Background: an optimization exercise with open tools, aiming at small area, a short achievable clock period and few clock cycles per item. Do not read the settings as production practice. At most, simulation tests tie the RTL to the original design; equivalence was not proved.

## north
Design intra4x4_pred_engine, start of the top module:
module intra4x4_pred_engine #(
    parameter int PIX_W    = 8,
    parameter int BLK_COLS = 64,
    parameter int BLK_ROWS = 64,
    parameter int ADDR_W   = 14
) (
    input  logic                     clk,
    input  logic                     rst_n,
    input  logic                     start,
    input  logic [1:0]               mode_cfg,
    output logic                     fetch_req,
    output logic [ADDR_W-1:0]        fetch_addr,
    input  logic                     fetch_valid,
    input  logic [4*PIX_W-1:0]       fetch_data,
    output logic                     res_valid,
    input  logic                     res_ready,
    output logic [16*(PIX_W+1)-1:0]  res_data,
    output logic [1:0]               res_mode,
    output logic [PIX_W+3:0]         res_sad,
    output logic                     busy,
    output logic                     frame_done
);
Settings: LEC_CHECK=0, CAP_MARGIN=20, CORE_MARGIN=2, CORE_UTILIZATION=60, SLEW_MARGIN=20; clock period 20.0 ns.
standard.sh (not shown) runs the stock make flow with config.mk's settings and CLKGATE_MAP_FILE= SYNTH_SCRIPT=/design/flow/synth_recipe.tcl, a recipe that flattens the netlist after the stock synthesis.
==> flow/flow/run.sh <==
#!/bin/bash
# Standard ORFS layout with a larger setup repair margin, no CTS dummy loads, clkbuf_8 sink clusters.
bash standard.sh SETUP_SLACK_MARGIN=14.6 "CTS_ARGS=-sink_clustering_enable -repair_clock_nets -dont_use_dummy_load -sink_clustering_size 16 -sink_clustering_max_diameter 50 -buf_list sky130_fd_sc_hd__clkbuf_8 -root_buf sky130_fd_sc_hd__clkbuf_16" finish > standard.log 2>&1
For south, these inputs were changed with respect to north:
--- a/flow/design.v
+++ b/flow/design.v
@@ -150,41 +150,45 @@
         end
     end
     logic [ROW_W-1:0]   x_row;
     always_ff @(posedge clk) begin
         if (!nreq) fifo[wptr] <= fetch_data;
         if (pop || fcount == 3'd0)
             x_row <= from_f ? fifo[rptr] : fetch_data;
     end
     logic [ROW_W-1:0]   chain [6];      
     logic [PIX_W-1:0]   lcol  [4];      
     logic [PIX_W-1:0]   dcr, dcr2;
+    logic [PIX_W+1:0]   psum;
     logic [SAD_W-1:0]   acc [3];        
     logic [PIX_W:0]     pr  [3][2];     
     logic               sg  [3][2];     
     logic [1:0]         sel_q;
     logic [SAD_W-1:0]   sad_q;
     logic [PIX_W-1:0]   ring [RING];
     logic               ring_we;
     logic [PIX_W-1:0]   top_q [4];      
+    logic [PIX_W+1:0]   sum_t_q;        
     assign ring_we = ev && e_res;
     always_ff @(posedge clk) begin
         for (int k = 0; k < RING; k++) begin
             if (k >= WTAP && k < WTAP + 4 && ring_we)
                 ring[k] <= chain[3][(k - WTAP)*PIX_W +: PIX_W];
             else
                 ring[k] <= ring[(k + RING - 1) % RING];
         end
         if (ev && er == 2'd3) begin
             for (int c = 0; c < 4; c++) top_q[c] <= ring[c];
         end
+        sum_t_q <= (PIX_W+2)'(ring[RING - 1]) + (PIX_W+2)'(ring[0])
+                 + (PIX_W+2)'(ring[1]) + (PIX_W+2)'(ring[2]);
     end
     always_ff @(posedge clk) begin
         if (ev) begin
             chain[0] <= x_row;
             for (int k = 1; k < 6; k++) chain[k] <= chain[k - 1];
             lcol[0] <= chain[5][ROW_W-1 -: PIX_W];
             for (int k = 1; k < 4; k++) lcol[k] <= lcol[k - 1];
         end
     end
     function automatic logic [PIX_W:0] rsub(input logic [PIX_W-1:0] a,
                                             input logic [PIX_W-1:0] b);
@@ -236,51 +240,53 @@
         a_v   <= p_v && p_row3;
         a_tav <= p_tav;
         a_lav <= p_lav;
         if (p_v) begin
             for (int m = 0; m < 3; m++) acc[m] <= acc_n[m];
         end
     end
     logic [COL_W-1:0]   e_bc;
     logic [BR_W-1:0]    e_br;
     logic               n_tav, n_lav;   
     logic [CNT_W:0]     ecnt_n;
-    logic [SAD_W-1:0]   sum_t, sum_l, dc_tmp;
+    logic [SAD_W-1:0]   dc_sum, dc_tmp;
     assign ecnt_n = ecnt + (CNT_W+1)'(1);
     assign e_bc   = ecnt_n[2 +: COL_W];
     assign e_br   = ecnt_n[2 + COL_W +: BR_W];
     always_ff @(posedge clk) begin
         if (idle) begin
             n_lav <= 1'b1;
             n_tav <= 1'b0;
         end else if (ev) begin
             n_lav <= (e_bc != COL_W'(BLK_COLS - 1));
             n_tav <= (e_br != '0) || (e_bc == COL_W'(BLK_COLS - 1));
         end
     end
     always_comb begin
-        sum_t = SAD_W'(ring[0]) + SAD_W'(ring[1]) + SAD_W'(ring[2]) + SAD_W'(ring[3]);
-        sum_l = SAD_W'(x_row[ROW_W-1 -: PIX_W]) + SAD_W'(chain[0][ROW_W-1 -: PIX_W])
-              + SAD_W'(chain[1][ROW_W-1 -: PIX_W]) + SAD_W'(chain[2][ROW_W-1 -: PIX_W]);
-        if (n_tav && n_lav)  dc_tmp = (sum_t + sum_l + SAD_W'(4)) >> 3;
-        else if (n_tav)      dc_tmp = (sum_t + SAD_W'(2)) >> 2;
-        else if (n_lav)      dc_tmp = (sum_l + SAD_W'(2)) >> 2;
+        dc_sum = SAD_W'(psum) + SAD_W'(x_row[ROW_W-1 -: PIX_W]);
+        if (n_tav && n_lav)  dc_tmp = (SAD_W'(sum_t_q) + dc_sum + SAD_W'(4)) >> 3;
+        else if (n_tav)      dc_tmp = (SAD_W'(sum_t_q) + SAD_W'(2)) >> 2;
+        else if (n_lav)      dc_tmp = (dc_sum + SAD_W'(2)) >> 2;
         else                 dc_tmp = SAD_W'(1) << (PIX_W - 1);
     end
     always_ff @(posedge clk) begin
         if (idle) begin
             dcr  <= 8'd128;                                  
         end else if (ev && er == 2'd3) begin
             dcr  <= dc_tmp[PIX_W-1:0];
             dcr2 <= dcr;
         end
+        if (ev && er == 2'd2)
+            psum <= (PIX_W+2)'(x_row[ROW_W-1 -: PIX_W])
+                  + (PIX_W+2)'(chain[0][ROW_W-1 -: PIX_W])
+                  + (PIX_W+2)'(chain[1][ROW_W-1 -: PIX_W]);
     end
     logic [1:0]         sel;
     logic [SAD_W-1:0]   sad_sel;
     logic               v_lt_dc, h_lt_dc, h_lt_v, pick_v, pick_h;
     always_comb begin
         v_lt_dc = acc[2] < acc[0];
         h_lt_dc = acc[1] < acc[0];
         h_lt_v  = acc[1] < acc[2];
         pick_v  = a_tav && v_lt_dc;
         pick_h  = a_lav && (pick_v ? h_lt_v : h_lt_dc);
         sel = 2'b00;
## What came out
Comparing maximum number of pins on one net before global-route repair for north and south, the bigger number came from south. Comparing north with south, the area of the mapped netlist came out essentially unchanged. Higher share of the cycle needed by the critical path after routing was reported by north, not south. Between north and south, the difference in number of global-route vias before repair is negligible. The final layouts of north and south pass the timing, design-rule and antenna checks. Re delay of the slowest cell on the worst path: north and south aren't equal, and the higher value belongs to north. A first element of the critical path of res_sad[1] is what south shows, while res_valid belongs to north. When the final numbers for north and south were put side by side, the number of buffers inserted to repair setup after CTS turned out to be smaller in south. Final cell count | south below north. Delta (south minus north): fmax went up 0.80%, final critical-path required period went down 42 ps.
Testbench counts of south, summed over its fixed seeds: cycles 262,256, blocks 65,536.
Function not checked in north: the RTL went through the layout flow alone.

re-timing with driven ports:
Ports are ideal in the flow. The routed layouts listed here were re-timed in OpenROAD.
Step 1 (the two cells are an assumption about what drives the block):
set clk [get_ports {clk}]
set_driving_cell -lib_cell sky130_fd_sc_hd__clkbuf_16 $clk
set_driving_cell -lib_cell sky130_fd_sc_hd__buf_2 [delete_from_list [all_inputs] $clk]
Step 2 adds t to the input delays and takes it off the output delays; t is the mean of the earliest and latest rising clock arrival at the registers after step 1. Input paths then give back, and output paths get back, about the clock's delay inside the block.
a / b / c = ideal / step 1 / step 2; a / b = the first two.
| run | t (ns) | slack for setup (ns) | worst setup path after step 2 | pins driven straight from the clock port |
|---|---|---|---|---|
| north | 0.805 | 14.644 / 14.566 / 14.112 | input to register | 1 |
| south | 0.792 | 14.687 / 14.611 / 14.034 | input to register | 1 |
After both steps every run listed still meets setup and hold. For south, which loses most, drivers alone change the setup slack by -0.076 ns; drivers and shift together by -0.653 ns.
